Source: an optimization exercise on an open RTL-to-GDS flow (aim: small area). Production flows keep margins and buffers that such runs may drop. Only simulation tests tie the RTL to the original design; equivalence was not proved. Power is estimated from default activity; no workload was simulated.

$ cat config.mk
export PLATFORM = sky130hd
export DESIGN_NAME = reorder_buffer
export DESIGN_NICKNAME = reorder_buffer
export VERILOG_FILES = /design/flow/design.v
export SDC_FILE = /design/flow/constraint.sdc
export NUM_CORES = 4
export LEC_CHECK = 0
export CAP_MARGIN = 20
export CORE_MARGIN = 2
export CORE_UTILIZATION = 40
export SLEW_MARGIN = 20
$ cat constraint.sdc
create_clock -name core_clock -period 10.0 [get_ports {clk_in}]
set_input_delay 2.0000 -clock core_clock [delete_from_list [all_inputs] [get_ports {clk_in}]]
set_output_delay 2.0000 -clock core_clock [all_outputs]
set_load 0.01 [all_outputs]
$ cat design.v
`timescale 1ns/1ps
module reorder_buffer #(
  parameter int ROB_WIDTH  = 4,
  parameter int ID_WIDTH   = 32,
  parameter int ADDR_WIDTH = 32,
  parameter int REG_WIDTH  = 5,
  parameter int OP_WIDTH   = 6
) (
  input  logic                  clk_in,
  input  logic                  rst_in,
  input  logic                  rdy_in,
  input  logic                  dispatch_en_in,
  input  logic [OP_WIDTH-1:0]   dispatch_opcode_in,
  input  logic [REG_WIDTH-1:0]  dispatch_dest_in,
  input  logic [ADDR_WIDTH-1:0] dispatch_pc_in,
  input  logic                  dispatch_taken_in,
  output logic [ROB_WIDTH-1:0]  b_out,
  output logic                  full_out,
  input  logic [ROB_WIDTH-1:0]  rs_h_in,
  input  logic [ROB_WIDTH-1:0]  rt_h_in,
  output logic                  rs_ready_out,
  output logic                  rt_ready_out,
  output logic [ID_WIDTH-1:0]   rs_value_out,
  output logic [ID_WIDTH-1:0]   rt_value_out,
  input  logic                  cdb_en_in,
  input  logic [ROB_WIDTH-1:0]  cdb_tag_in,
  input  logic [ID_WIDTH-1:0]   cdb_value_in,
  input  logic                  cdb_taken_in,
  input  logic [ADDR_WIDTH-1:0] cdb_target_in,
  output logic                  commit_en_out,
  output logic [REG_WIDTH-1:0]  commit_reg_out,
  output logic [ID_WIDTH-1:0]   commit_value_out,
  output logic [ROB_WIDTH-1:0]  commit_tag_out,
  output logic                  store_commit_out,
  input  logic                  lsb_store_done_in,
  output logic                  flush_out,
  output logic [ADDR_WIDTH-1:0] flush_pc_out
);
  localparam int N = 15;
  localparam logic [1:0] C_REG   = 2'd0;
  localparam logic [1:0] C_JALR  = 2'd1;
  localparam logic [1:0] C_BR    = 2'd2;
  localparam logic [1:0] C_STORE = 2'd3;
  logic [3:0] head_q, tail_q;
  logic       sw_q;         
  logic       cm_q;         
  logic       fq_q;         
  logic [N:1] valid_q;
  logic [N:1] ready_q;
  logic [1:0]  cls_q  [1:N];
  logic [4:0]  dest_q [1:N];
  logic [31:0] x_q    [1:N];
  logic [31:0] y_q    [1:N];
  function automatic logic [3:0] next_tag(input logic [3:0] t);
    next_tag = (t == 4'd15) ? 4'd1 : t + 4'd1;
  endfunction
  function automatic logic [3:0] prev_tag(input logic [3:0] t);
    prev_tag = (t == 4'd1) ? 4'd15 : t - 4'd1;
  endfunction
  logic [15:0][31:0] x_v, y_v;
  logic [15:0][4:0]  dest_v;
  logic [15:0][1:0]  cls_v;
  logic [15:0]       vr_v, valid_v;
  always_comb begin
    for (int i = 1; i <= N; i++) begin
      x_v[i]     = x_q[i];
      y_v[i]     = y_q[i];
      dest_v[i]  = dest_q[i];
      cls_v[i]   = cls_q[i];
      vr_v[i]    = valid_q[i] & ready_q[i];
      valid_v[i] = valid_q[i];
    end
    x_v[0]     = x_q[1];
    y_v[0]     = y_q[1];
    dest_v[0]  = dest_q[1];
    cls_v[0]   = cls_q[1];
    vr_v[0]    = 1'b0;
    valid_v[0] = 1'b0;
  end
  logic [3:0] ct;
  assign ct = prev_tag(head_q);
  logic [1:0]  ct_cls;
  logic [4:0]  ct_dest;
  logic [31:0] ct_x, ct_y;
  assign ct_cls  = cls_v[ct];
  assign ct_dest = dest_v[ct];
  assign ct_x    = x_v[ct];
  assign ct_y    = y_v[ct];
  logic ct_br, ct_jalr;
  assign ct_br   = (ct_cls == C_BR);
  assign ct_jalr = (ct_cls == C_JALR);
  assign flush_out        = fq_q & (ct_jalr | (ct_br & (ct_dest[1] ^ ct_dest[0])));
  assign flush_pc_out     = (ct_br & ~ct_dest[1]) ? ct_x + 32'd4 : ct_y;
  assign commit_en_out    = cm_q & ~ct_br & (ct_dest != 5'd0);
  assign commit_reg_out   = ct_dest;
  assign commit_value_out = ct_x;
  assign commit_tag_out   = ct;
  assign store_commit_out = sw_q;
  assign b_out            = tail_q;
  logic head_valid, head_rdy, head_store;
  assign head_valid = valid_v[head_q];
  assign head_rdy   = vr_v[head_q];
  assign head_store = (cls_v[head_q] == C_STORE);
  assign full_out = (head_q == tail_q) & head_valid;
  logic active, disp_fire, cdb_go, run_commit, store_done, retire;
  assign active     = rdy_in & ~flush_out;
  assign disp_fire  = active & dispatch_en_in & ~full_out;
  assign cdb_go     = active & cdb_en_in;
  assign run_commit = active & ~sw_q & head_rdy;
  assign store_done = active & sw_q & lsb_store_done_in;
  assign retire     = (run_commit & ~head_store) | store_done;
  logic [1:0] d_cls;
  logic [4:0] d_dest;
  always_comb begin
    if (dispatch_opcode_in == 6'd4)
      d_cls = C_JALR;
    else if (dispatch_opcode_in >= 6'd5 && dispatch_opcode_in <= 6'd10)
      d_cls = C_BR;
    else if (dispatch_opcode_in >= 6'd16 && dispatch_opcode_in <= 6'd18)
      d_cls = C_STORE;
    else
      d_cls = C_REG;
  end
  assign d_dest = {dispatch_dest_in[4:1],
                   (d_cls == C_BR) ? dispatch_taken_in : dispatch_dest_in[0]};
  always_ff @(posedge clk_in or negedge rst_in) begin
    if (!rst_in) begin
      head_q  <= 4'd1;
      tail_q  <= 4'd1;
      sw_q    <= 1'b0;
      cm_q    <= 1'b0;
      fq_q    <= 1'b0;
      valid_q <= '0;
    end else if (rdy_in) begin
      cm_q <= run_commit & ~head_store;
      fq_q <= run_commit & ~head_store;
      if (flush_out) begin
        head_q  <= 4'd1;
        tail_q  <= 4'd1;
        sw_q    <= 1'b0;
        valid_q <= '0;
      end else begin
        if (disp_fire) tail_q <= next_tag(tail_q);
        if (retire)    head_q <= next_tag(head_q);
        if (run_commit & head_store) sw_q <= 1'b1;
        if (store_done)              sw_q <= 1'b0;
        for (int i = 1; i <= N; i++) begin
          if (retire && head_q == 4'(i))     valid_q[i] <= 1'b0;
          if (disp_fire && tail_q == 4'(i))  valid_q[i] <= 1'b1;
        end
      end
    end else begin
      cm_q <= 1'b0;
    end
  end
  always_ff @(posedge clk_in) begin
    for (int i = 1; i <= N; i++) begin
      if (cdb_go && cdb_tag_in == 4'(i) && !(retire && head_q == 4'(i))) begin
        ready_q[i] <= 1'b1;
        y_q[i]     <= cdb_target_in;
        if (cls_q[i] == C_BR) dest_q[i][1] <= cdb_taken_in;
        else                  x_q[i]       <= cdb_value_in;
      end
      if (disp_fire && tail_q == 4'(i)) begin
        ready_q[i] <= 1'b0;
        cls_q[i]   <= d_cls;
        dest_q[i]  <= d_dest;
        x_q[i]     <= dispatch_pc_in;
      end
    end
  end
  logic rs_byp, rt_byp;
  assign rs_byp = cdb_en_in & (cdb_tag_in == rs_h_in);
  assign rt_byp = cdb_en_in & (cdb_tag_in == rt_h_in);
  assign rs_ready_out = (rs_h_in != 4'd0) & (rs_byp | vr_v[rs_h_in]);
  assign rt_ready_out = (rt_h_in != 4'd0) & (rt_byp | vr_v[rt_h_in]);
  assign rs_value_out = rs_byp ? cdb_value_in : x_v[rs_h_in];
  assign rt_value_out = rt_byp ? cdb_value_in : x_v[rt_h_in];
endmodule
$ cat run.sh
#!/bin/bash
# synth_recipe.tcl (not shown) runs the flow's synth.tcl, then flattens the netlist and writes it again
# the make line also repeats each setting of config.mk as NAME=value (left out here)
make -C /OpenROAD-flow-scripts/flow DESIGN_CONFIG=/design/flow/config.mk WORK_HOME=/design/flow/orfs CLKGATE_MAP_FILE= SYNTH_SCRIPT=/design/flow/synth_recipe.tcl finish
==> summary.txt <==
==> critical path, cell delays in order (launching register included) <==
cell and delay, ns:
dfstp_4 1.05, inv_6 0.06, ha_1 0.23, or2_2 0.34, o21ai_4 0.25, buf_4 0.81
o221ai_1 0.28, and3_1 0.25, o32ai_1 1.05, nand3_2 0.67, nor3_1 0.39, xnor2_1 0.10
o21ai_0 0.78, clkdlybuf4s50_1 0.71
==> worst max path at each step <==
| stage | slack [ns] | cells after the start | end | startpoint |
|---|---|---|---|---|
| 2_1_floorplan | -0.36 | 28 | x_q[4][0] | head_q[0] |
| 3_3_place_gp | 0.98 | 12 | flush_pc_out[2] | head_q[0] |
| 3_5_place_dp | 0.92 | 13 | flush_pc_out[26] | head_q[0] |
| 4_1_cts | 0.1 | 13 | flush_pc_out[26] | head_q[0] |
| 5_1_grt | 0.10 | 13 | flush_pc_out[11] | head_q[0] |
| 6_report | 0.23 | 13 | flush_pc_out[11] | head_q[0] |
==> Yosys cell counts, types with 22 or more instances <==
cell / n
clkbuf_1: 260
nor2_1: 225
mux4_2: 303
nand4_1: 22
and2_1: 28
a21oi_1: 170
o22ai_1: 80
mux2_2: 584
dfrtp_1: 24
a211oi_1: 105
edfxtp_1: 1065
buf_2: 107
mux2i_1: 257
o211ai_1: 27
nand2_1: 268
a31oi_1: 36
a311oi_1: 30
nor3_1: 32
o21ai_0: 131
o311ai_0: 32
inv_1: 48
nor2b_1: 45
nand3_1: 92
o221ai_1: 47
buf_1: 51
o31ai_1: 36
==> layout make-up <==
class                      count  share of cell area (%)
multi-input combinational   2860                   37.80
timing repair buffer         418                   5.666
clock buffer                 147                   4.487
antenna                        4                 0.01428
sequential                  1106                   47.01
inverter                      52                  0.3053
clock inverter                75                   1.095
tap                         2030                   3.625
==> per-stage QoR <==
step / setup slack [ns] / util [%] / TNS [ns] / total power, mW
floorplan: -0.3563 / - / -22.40 / 11.70
global placement: 0.9766 / 43.48 / 0 / 17.15
detailed placement: 0.9203 / 43.51 / 0 / 17.21
CTS: 0.09649 / 46.08 / 0 / 21.69
global route: 0.1024 / 46.13 / 0 / 22.61
finish: 0.2314 / 46.13 / 0 / 21.93
==> what timing repair did <==
item,CTS,global route
hold buffers,0,0
gates resized for setup,0,1
setup buffers,0,1
setup endpoints to repair,0,10
==> flip-flops by register name, summed over array words and instances (netlist names) <==
signal	cells
cls_q	30
cm_q	1
tail_q	4
y_q	480
head_q	4
fq_q	1
ready_q	15
sw_q	1
valid_q	15
x_q	480
dest_q	75
==> per-layer routing <==
metal | share of wire [%] | wire length [um] | vias up
li1 | - | - | 17990
met1 | 39 | 89700 | 22620
met2 | 45 | 104800 | 2946
met3 | 11 | 25720 | 631
met4 | 5.2 | 12110 | 32
met5 | 0.082 | 191 | -
==> logic make-up after synthesis <==
family          after synthesis  share of synthesized area (%)
compound gates              860                          9.644
xor+xnor                     26                         0.3725
fa+ha+maj                    11                         0.2251
buf+inv                     496                          3.463
flops                      1106                          53.88
mux                        1144                          26.13
simple gates                819                          6.290
==> cell usage in the layout, fill, tap and decap left out, types with 25 or more instances in the layout <==
| cell | n |
|---|---|
| edfxtp_1 | 1065 |
| mux2_2 | 584 |
| mux4_2 | 303 |
| nand2_1 | 267 |
| clkdlybuf4s50_1 | 265 |
| mux2i_1 | 257 |
| nor2_1 | 214 |
| a21oi_1 | 170 |
| buf_4 | 134 |
| o21ai_0 | 129 |
| clkbuf_16 | 120 |
| a211oi_1 | 104 |
| nand3_1 | 89 |
| o22ai_1 | 80 |
| o221ai_1 | 47 |
| nor2b_1 | 45 |
| inv_1 | 44 |
| a31oi_1 | 36 |
| o311ai_0 | 31 |
| a311oi_1 | 30 |
| clkinv_1 | 29 |
| and2_1 | 28 |
| o31ai_1 | 27 |
| o211ai_1 | 27 |
| nor3_1 | 25 |
==> power breakdown <==
part / leakage (nW) / total [mW] / switching, mW / internal (mW)
sequential: 10.1 / 5.60 / 0.249 / 5.36
combinational: 11.5 / 11.9 / 7.81 / 4.05
clock: 1.90 / 4.48 / 1.98 / 2.50
total: 23.4 / 21.9 / 10.0 / 11.9
==> summary.txt <==
=================================================================================
DR pass1 iterations                                                             8
Setup repair after global routing missed its margin                            no
Critical Path AT                                                          7.77 ns
Max clock buf depth                                                             3
Hold Crit Depth                                                                 1
Per-instance average area after synthesis                              13.70 um^2
Layout cells sized above 1                                                 28.06%
Area share of the largest cell type after synthesis                        52.32%
Slew headroom                                                              15.00%
Time the worst path needs with I/O delays and setup                      9.769 ns
Final cell area excluding filler cells                               0.07007 mm^2
Tightest Pin Transition                                                  1.271 ns
DP Cell Count                                                               6,463
Height of the die                                                        394.9 um
Pin count of the biggest net entering global routing                           84
Antenna violations before repair                                               28
Total die area                                                        0.1560 mm^2
First-pass GRT wire length                                             325,600 um
Width of the chip                                                        394.9 um
Type of the tightest min-delay check                                 register to register
P_leak                                                                   23.42 nW
HPWL after detailed placement                                          144,200 um
Portion of the post-synthesis area used by sequential elements             53.88%
Cell Rows                                                                     143
Upper clock frequency limit                                            0.1024 GHz
Aggregate global-route resource usage                                      29.10%
Clock latency of the later-clocked register in the worst-skew pair        0.79 ns
Violation count after the first detailed-route iteration                    6,252
Crit end category                                                      output pin
Result of the run                                no timing/DRC/antenna violations
DR WL/cell                                                               34.74 um
Number of inserted filler cells in the final layout                        13,450
Category of the critical setup timing path                           register to output pin
Sort of element at the start of the critical path                        register
Count of unique library cells instantiated by Yosys                            91
Number of buffers created by CTS                                              120
Max VDD drop                                                            0.4329 mV
Setup Viol. Count Final                                                         0
GRT Max-Usage Layer                                                          met2
Floorplan core area                                                   0.1519 mm^2
Instance area after placement                                        0.06609 mm^2
Most frequently used flop master after synthesis                         edfxtp_1
TritonCTS sink count                                                        1,106
TritonCTS clock tree                                                          yes
Min-Delay Startpoint                                                   ready_q[4]
Number of max-capacitance violations reported                                   0
Starting Density                                                           40.24%
Endpoint of the worst hold path                                        ready_q[4]
Net count of the mapped netlist                                             4,600
Cell Pwr Density                                                     313.0 mW/mm^2
Post-synthesis to final-layout area growth                                 14.63%
Worst clock skew                                                       0.07403 ns
Depth of the worst register-to-register path                                   17
Multi-input logic area                                               0.02649 mm^2
Number of nets with antenna violations after detailed routing                   0
Global route total overflow                                                     0
Total number of vias                                                       44,220
Quantity of I/O buffers inserted on ports                                     273
Post-synth top area cell                                                 edfxtp_1
Max Fanout on Critical Path                                                    49
Flip-flop and latch area                                             0.03294 mm^2
Seq cells post-synth                                                        1,106
Tightest hold margin                                                    0.4756 ns
Global routing usage on met1                                               38.95%
Root Buffer Master                                                      clkbuf_16
Number of global-route vias before repair                                  42,730
Synthesized cell area                                                0.06113 mm^2
Via/cell ratio                                                              6.607
Critical R2R Capture                                                   x_q[9][10]
Final Hold Vio Count                                                            0
Aggregate routed wire length                                           232,500 um
Beginning of the worst register-to-register path                        head_q[0]
Global-route track usage on met3                                           7.349%
Final Net Count                                                             4,696
EDFF count, synth                                                           1,065
Ys Warns                                                                        5
Post-Layout Cell Count                                                      6,692
Final Max Tran Viols                                                            0
Req. time, crit path                                                      8.00 ns
Register clock-pin slew on the reported worst setup and hold paths        0.07 ns
Share of the cycle needed by the critical path after routing               97.69%
Fraction of registers with async set/reset                                 2.351%
Remaining design rule violation count                                           0
I/O pin count                                                                 274
H-tree Lvls                                                                     3
Gate count of the mapped netlist                                            4,462
Setup slack on the worst flop-to-flop path                                1.88 ns
Gp weighted congestion                                                     0.9363
GR Layer Usage met2                                                        44.52%
Top cells by area in the synthesized netlist                         edfxtp_1, mux4_2, mux2_2, mux2i_1, nand2_1
=================================================================================

[re-timing with driven ports]
The flow's constraints put no driver on any port. The routed layout listed below was extracted and timed again, unchanged, in two steps.
Step 1 (the two cells are an assumption about what drives the block):
set clk [get_ports {clk_in}]
set_driving_cell -lib_cell sky130_fd_sc_hd__clkbuf_16 $clk
set_driving_cell -lib_cell sky130_fd_sc_hd__buf_2 [delete_from_list [all_inputs] $clk]
Step 2 times the ports against the registers' clock, not the clock port: input delays grow and output delays shrink by t, the midpoint of the rising clock arrivals with the driver on.
a / b / c = ideal / step 1 / step 2; a / b = the first two.
t (ns): 0.831
setup slack, ns: 0.231 / 0.155 / 0.986
hold slack, ns: 0.476 / 0.476 / 0.476
latest minus earliest clock arrival (ns): 0.076 / 0.076
slew at the worst register clock pin (ns): 0.07 / 0.07
After both steps this run still meets setup and hold. The setup slack of this run moves by -0.076 ns with the drivers and by +0.755 ns with both steps.
